Source: an optimization exercise on an open RTL-to-GDS flow (aim: small area and a short achievable clock period). Production flows keep margins and buffers that such runs may drop. The RTL was checked by simulation tests, not by an equivalence proof against the original design. Power figures rest on the tool's default switching activity, not on a simulated workload.

==> branch lagoon: inputs <==
==> flow/design.v (excerpt) <==
module copad_top (
    input  logic                                                  clock,
    input  logic                                                  rst_n,
    input  logic                                                  bx_strobe,
    input  copad_match_pkg::cluster_vec_t                         a_vpf,
    input  copad_geom_pkg::roll_t [copad_geom_pkg::N_CLUSTERS-1:0] a_roll,
    input  copad_geom_pkg::pad_t  [copad_geom_pkg::N_CLUSTERS-1:0] a_pad,
    input  copad_geom_pkg::cnt_t  [copad_geom_pkg::N_CLUSTERS-1:0] a_cnt,
    input  copad_match_pkg::cluster_vec_t                         b_vpf,
    input  copad_geom_pkg::roll_t [copad_geom_pkg::N_CLUSTERS-1:0] b_roll,
    input  copad_geom_pkg::pad_t  [copad_geom_pkg::N_CLUSTERS-1:0] b_pad,
    input  copad_geom_pkg::cnt_t  [copad_geom_pkg::N_CLUSTERS-1:0] b_cnt,
    input  logic                                                  match_neighbor_pad,
    input  copad_match_pkg::delta_t                               match_delta_pad,
    input  logic                                                  match_neighbor_roll,
    output logic                                                  result_strobe,
    output copad_match_pkg::cluster_vec_t                         match,
    output copad_match_pkg::cluster_vec_t                         match_upper,
    output copad_match_pkg::cluster_vec_t                         match_lower,
    output logic                                                  any_match
);
==> flow/config.mk <==
export PLATFORM = sky130hd
export DESIGN_NAME = copad_top
export DESIGN_NICKNAME = copad_top
export VERILOG_FILES = /design/flow/design.v
export SDC_FILE = /design/flow/constraint.sdc
export NUM_CORES = 4
export LEC_CHECK = 0
export CAP_MARGIN = 20
export CORE_MARGIN = 2
export CORE_UTILIZATION = 30
export PLACE_DENSITY = 0.45
export SETUP_SLACK_MARGIN = 2.0
export SLEW_MARGIN = 20
export TNS_END_PERCENT = 20
==> flow/constraint.sdc <==
create_clock -name core_clock -period 5.5 [get_ports {clock}]
set_input_delay 1.1000 -clock core_clock [delete_from_list [all_inputs] [get_ports {clock}]]
set_output_delay 1.1000 -clock core_clock [all_outputs]
set_load 0.01 [all_outputs]
standard.sh (not shown) runs the stock make flow with config.mk's settings and CLKGATE_MAP_FILE= SYNTH_SCRIPT=/design/flow/synth_recipe.tcl, a recipe that flattens the netlist after the stock synthesis.
==> flow/flow/run.sh <==
#!/bin/bash
# Layout with the standard flow, except that synthesis maps the logic
# with an area-oriented ABC script. Synthesis is otherwise the standard flow's own
# (synth_recipe.tcl, same passes, same registers).
set -euo pipefail
here=$(pwd)

# ABC script: area-oriented mapping
cp flow/abc_area_map.script "$here/abc_area_map.script"

# synth_recipe.tcl with the ABC script swapped; yosys -import keeps
# commands already defined, so this proc replaces abc in synth.tcl
cat > my_synth.tcl <<EOF
proc abc {args} {
  set i [lsearch -exact \$args -script]
  if {\$i >= 0} { lset args [expr {\$i + 1}] $here/abc_area_map.script }
  puts "abc run with: \$args"
  yosys abc {*}\$args
}
EOF
cat synth_recipe.tcl >> my_synth.tcl

# the make command standard.sh runs, with the synthesis script replaced
mk=$(grep '^make ' standard.sh | sed "s#SYNTH_SCRIPT=[^ ]*#SYNTH_SCRIPT=$here/my_synth.tcl#; s#\"\${@:-finish}\"#synth#")
eval "$mk" > synth_make.log 2>&1

# the rest of the layout, from the netlist above, with the smallest
# buffer on every port
BUFFER_PORTS_ARGS="-buffer_cell sky130_fd_sc_hd__buf_1" bash standard.sh > standard.log 2>&1
==> flow/flow/abc_area_map.script <==
strash
dch -f
map -a
amap
topo
==> branch amber: changes against branch lagoon <==
CELL_PAD_IN_SITES_DETAIL_PLACEMENT = 1   (was default)
CELL_PAD_IN_SITES_GLOBAL_PLACEMENT = 1   (was default)
CORE_UTILIZATION = 40   (was 30)
PLACE_DENSITY = 0.5   (was 0.45)
==> branch zinc: changes against branch lagoon <==
--- a/flow/flow/run.sh
+++ b/flow/flow/run.sh
@@ -26,4 +26,7 @@
 
 # the rest of the layout, from the netlist above, with the smallest
-# buffer on every port
-BUFFER_PORTS_ARGS="-buffer_cell sky130_fd_sc_hd__buf_1" bash standard.sh > standard.log 2>&1
+# buffer on every port, and global routing that keeps more of met1 and
+# met2 free for the detailed router
+export BUFFER_PORTS_ARGS="-buffer_cell sky130_fd_sc_hd__buf_1"
+export FASTROUTE_TCL="$here/flow/fastroute.tcl"
+bash standard.sh > standard.log 2>&1
==> flow/flow/fastroute.tcl (new file) <==
# sky130hd global routing layers, with more capacity held back on met1 and
# met2 so that global routing moves wires up to the emptier met3 and met4
set_global_routing_layer_adjustment $::env(MIN_ROUTING_LAYER)-$::env(MAX_ROUTING_LAYER) 0.2
set_global_routing_layer_adjustment met1 0.45
set_global_routing_layer_adjustment met2 0.35

set_routing_layers -clock $::env(MIN_CLK_ROUTING_LAYER)-$::env(MAX_ROUTING_LAYER)
set_routing_layers -signal $::env(MIN_ROUTING_LAYER)-$::env(MAX_ROUTING_LAYER)
CORE_UTILIZATION = 22   (was 30)
PLACE_DENSITY = 0.35   (was 0.45)
==> summary.md <==
| Metric | Value |
|---|---|
| Total of max-cap violations | `0` |
| Sw Ratio | `0.534` |
| Part of the power in registers | `0.219` |
| Worst path most repeated cell | `o21ai_0` |
| Seq group | `0.00354 W` |
| Crit. End Element | `flop` |
| Run status | `complete, no violations` |
| Reg-to-Reg Start | `u_window.win_b_end_hi[3]` |
| Final count of pins violating max slew | `0` |
| Gate power share | `0.608` |
| Die Wd | `351 µm` |
| Final Non-Filler Cells | `7826` |
| Setup slack after layout | `1.61 ns` |
Source of the figures above: branch lagoon

==> summary.md <==
| Metric | Value |
|---|---|
| Run status | `complete, no violations` |
| Die Wd | `409 µm` |
| Part of the power in registers | `0.192` |
| Setup slack after layout | `1.71 ns` |
| Final Non-Filler Cells | `8578` |
| Total of max-cap violations | `0` |
| Crit. End Element | `flop` |
| Reg-to-Reg Start | `u_window.win_max_hi[7]` |
| Final count of pins violating max slew | `0` |
| RSZ-0062 raised after global routing | `yes` |
| Gate power share | `0.605` |
| Sw Ratio | `0.528` |
| GPL Wtd Cong | `1.11` |
| Crit. path cell count | `13` |
| Seq group | `0.00350 W` |
Source of the figures above: branch zinc

==> summary.md <==
| Metric | Value |
|---|---|
| Largest net degree at the start of global routing | `35` |
| Overall routing resource usage | `0.684` |
| H-tree levels | `2` |
| Die Wd | `304 µm` |
| Synthesized instance count | `5285` |
| Largest family of logic cells by synthesized area | `compound AO/OA/AOI/OAI gates` |
| Failed at | `5_1_grt` |
| Seq cells post-synth | `363` |
| Worst_ep kind | `register data pin` |
| Syn avg cell area | `6.82 µm²` |
| Post-CTS setup buffer count | `112` |
| Post-CTS Resized | `569` |
| Compound-Gate Fraction of Synth Area | `0.530` |
| Err | `[ERROR GRT-0232] Routing congestion too high. Check the congestion heatmap in the GUI.` |
| Run status | `did not finish` |
Source of the figures above: branch amber

## re-timing with driven ports
Ports are ideal in the flow. The routed layouts listed here were re-timed in OpenROAD. Step 1, drivers: a clkbuf_16 drives clock and a buf_2 each remaining input, both assumed. Step 2 adds t to the input delays and takes it off the output delays; t is the mean of the earliest and latest rising clock arrival at the registers after step 1. Input paths then give back, and output paths get back, about the clock's delay inside the block. Three values: ideal ports, drivers, drivers and shift; two values: the first two.
| run | shift t [ns] | setup WS [ns] | worst setup path at the end |
|---|---|---|---|
| branch lagoon | 0.661 | 1.606 / 1.623 / 0.962 | input to register |
| branch zinc | 0.746 | 1.708 / 1.741 / 0.995 | input to register |
After both steps every run listed still meets setup and hold. The setup slack of branch zinc, which loses most, moves by +0.033 ns with the drivers and by -0.713 ns with both steps.
